What follows belongs to an exercise in optimizing a design on an open flow for small area; a production flow would make more cautious choices. Function was checked by simulation only, so behaviour that the tests miss may differ from the original.

==> inputs of 08-15 <==
Design bfp_quant_top, start of the top module:
module bfp_quant_top (
  input  logic        clk_i,
  input  logic        rst_n_i,
  input  logic        wb_cyc_i,
  input  logic        wb_stb_i,
  input  logic        wb_we_i,
  input  logic [5:0]  wb_adr_i,
  input  logic [31:0] wb_dat_i,
  output logic        wb_ack_o,
  output logic [31:0] wb_dat_o
);
==> module any_pp, before the edit <==
module any_pp (
  input  logic [31:0] c_i,
  input  logic [31:0] e_i,
  output logic        m_o
);
  assign m_o = |(c_i & e_i);
endmodule
==> module any_nn, before the edit <==
module any_nn (
  input  logic [31:0] c_i,
  input  logic [31:0] e_i,
  output logic        m_o
);
  assign m_o = |(~c_i & ~e_i);
endmodule
==> module any32, before the edit <==
module any32 (
  input  logic [31:0] e_i,
  output logic        m_o
);
  assign m_o = |e_i;
endmodule
==> module gate_o21ai, before the edit <==
module gate_o21ai (
  input  logic a1_i,
  input  logic a2_i,
  input  logic b1_i,
  output logic y_o
);
  assign y_o = ~((a1_i | a2_i) & b1_i);
endmodule
==> module gate_nor2, before the edit <==
module gate_nor2 (
  input  logic a_i,
  input  logic b_i,
  output logic y_o
);
  assign y_o = ~(a_i | b_i);
endmodule
==> module max_step_top, before the edit <==
module max_step_top (
  input  logic [31:0] e_i,       
  output logic        m_o,
  output logic [31:0] ncand_o
);
  any32 i_any (.e_i(e_i), .m_o(m_o));
  for (genvar i = 0; i < 32; i++) begin : g_c
    gate_nor2 i_g (.a_i(e_i[i]), .b_i(~m_o), .y_o(ncand_o[i]));
  end
endmodule
==> module max_step_p, before the edit <==
module max_step_p (
  input  logic [31:0] cand_i,
  input  logic [31:0] e_i,       
  output logic        m_o,
  output logic [31:0] ncand_o
);
  any_pp i_any (.c_i(cand_i), .e_i(e_i), .m_o(m_o));
  for (genvar i = 0; i < 32; i++) begin : g_c
    gate_o21ai i_g (.a1_i(e_i[i]), .a2_i(~m_o), .b1_i(cand_i[i]), .y_o(ncand_o[i]));
  end
endmodule
==> module max_step_last, before the edit <==
module max_step_last (
  input  logic [31:0] ncand_i,
  input  logic [31:0] en_i,      
  output logic        m_o
);
  any_nn i_any (.c_i(ncand_i), .e_i(en_i), .m_o(m_o));
endmodule
clock: 14.0 ns
lec_check: 0
cap_margin: 20
core_margin: 2
core_utilization: 70
slew_margin: 20
synth_hierarchical: 1
synth_minimum_keep_size: 0
standard.sh (not shown) runs the stock make flow with config.mk's settings and CLKGATE_MAP_FILE= SYNTH_SCRIPT=/design/flow/synth_recipe.tcl, a recipe that flattens the netlist after the stock synthesis.
==> flow/flow/run.sh <==
#!/bin/bash
# The standard layout, with a leaner clock tree (larger sink clusters driven by
# clkbuf_16, no dummy loads) and the smallest buffer on each port.
set -euo pipefail
export CTS_ARGS="-sink_clustering_enable -repair_clock_nets -dont_use_dummy_load -sink_buffer_max_cap_derate 1.0 -sink_clustering_max_diameter 200 -sink_clustering_size 25 -buf_list sky130_fd_sc_hd__clkbuf_16"
export BUFFER_PORTS_ARGS="-buffer_cell sky130_fd_sc_hd__buf_1"
bash standard.sh > standard.log 2>&1
==> 11-01 (differences from 08-15) <==
--- a/flow/design.v
+++ b/flow/design.v
@@ -92,37 +92,2 @@
 `timescale 1ns/1ps
-module any_pp (
-  input  logic [31:0] c_i,
-  input  logic [31:0] e_i,
-  output logic        m_o
-);
-  assign m_o = |(c_i & e_i);
-endmodule
-module any_nn (
-  input  logic [31:0] c_i,
-  input  logic [31:0] e_i,
-  output logic        m_o
-);
-  assign m_o = |(~c_i & ~e_i);
-endmodule
-module any32 (
-  input  logic [31:0] e_i,
-  output logic        m_o
-);
-  assign m_o = |e_i;
-endmodule
-module gate_o21ai (
-  input  logic a1_i,
-  input  logic a2_i,
-  input  logic b1_i,
-  output logic y_o
-);
-  assign y_o = ~((a1_i | a2_i) & b1_i);
-endmodule
-module gate_nor2 (
-  input  logic a_i,
-  input  logic b_i,
-  output logic y_o
-);
-  assign y_o = ~(a_i | b_i);
-endmodule
 module max_step_top (
@@ -132,6 +97,4 @@
 );
-  any32 i_any (.e_i(e_i), .m_o(m_o));
-  for (genvar i = 0; i < 32; i++) begin : g_c
-    gate_nor2 i_g (.a_i(e_i[i]), .b_i(~m_o), .y_o(ncand_o[i]));
-  end
+  assign m_o     = |e_i;
+  assign ncand_o = ~e_i & {32{m_o}};
 endmodule
@@ -152,6 +115,4 @@
 );
-  any_pp i_any (.c_i(cand_i), .e_i(e_i), .m_o(m_o));
-  for (genvar i = 0; i < 32; i++) begin : g_c
-    gate_o21ai i_g (.a1_i(e_i[i]), .a2_i(~m_o), .b1_i(cand_i[i]), .y_o(ncand_o[i]));
-  end
+  assign m_o     = |(cand_i & e_i);
+  assign ncand_o = ~(cand_i & (e_i | {32{~m_o}}));
 endmodule
@@ -162,3 +123,3 @@
 );
-  any_nn i_any (.c_i(ncand_i), .e_i(en_i), .m_o(m_o));
+  assign m_o = |(~ncand_i & ~en_i);
 endmodule
==> flow/flow/run.sh (replaced) <==
#!/bin/bash
# The standard layout, with a leaner clock tree (larger sink clusters driven by
# clkbuf_16, no dummy loads) and power recovery after global routing, which
# downsizes gates off the critical paths.
set -euo pipefail
export CTS_ARGS="-sink_clustering_enable -repair_clock_nets -dont_use_dummy_load -sink_buffer_max_cap_derate 1.0 -sink_clustering_max_diameter 200 -sink_clustering_size 20 -buf_list sky130_fd_sc_hd__clkbuf_16"
export RECOVER_POWER=100
bash standard.sh > standard.log 2>&1
==> notes <==
- 11-01 finished with capacitance limit, slew limit left. 08-15 completed without violations.
- In 08-15 the final area is lower than in 11-01, by 1.3%.
- Of 11-01 and 08-15, 11-01 has the higher utilization (gap 0.69 points).
- Of 08-15 and 11-01, 11-01 has the higher maximum frequency (gap 0.22%, measured against 11-01).
- Via count: 11-01 is higher than 08-15 (4.6%).
- Between 08-15 and 11-01, the lower wire length is in 08-15 (gap 7.8%, measured against 11-01).
==> figures <==
item                                                                         11-01       08-15
Result of the run                                                  failed layout checks  no timing/DRC/antenna violations
Reasons for failing layout checks                    capacitance limit, slew limit           -
Worst-path clk slew                                                          90 ps      100 ps
Final routed wirelength across all metal layers                          144000 um   133000 um
Number of slew-limit violations in the final report                           1967           0
Inverters                                                                       52          53
Library cells used by synthesis                                                 58          59
Synth Area in Compound Gates                                                 0.164       0.158
Worst slew pin tran                                                        3770 ps     1170 ps
Routability cong.                                                             1.02        1.11
Die Area                                                                61500 um^2  60900 um^2
Detail-routed via count per cell                                              8.53        8.19
Worst Reg2Reg Path Length in Cells                                              39          43

## what the ideal ports hide
Ports are ideal in the flow. The routed layouts listed here were re-timed in OpenROAD.
Step 1 (the two cells are an assumption about what drives the block):
set clk [get_ports {clk_i}]
set_driving_cell -lib_cell sky130_fd_sc_hd__clkbuf_16 $clk
set_driving_cell -lib_cell sky130_fd_sc_hd__buf_2 [delete_from_list [all_inputs] $clk]
Step 2 adds t to the input delays and takes it off the output delays; t is the mean of the earliest and latest rising clock arrival at the registers after step 1. Input paths then give back, and output paths get back, about the clock's delay inside the block.
Three values: ideal ports, drivers, drivers and shift; two values: the first two.
| run | shift t [ns] | slack for setup (ns) | worst hold slack (ns) | worst setup path after step 2 | latest minus earliest clock arrival (ns) |
|---|---|---|---|---|---|
| 08-15 | 0.698 | 0.575 / 0.575 / 0.575 | 0.451 / 0.451 / 0.451 | register to register | 0.051 / 0.051 |
| 11-01 | 0.706 | 0.605 / 0.605 / 0.605 | 0.628 / 0.628 / 0.628 | register to register | 0.097 / 0.097 |
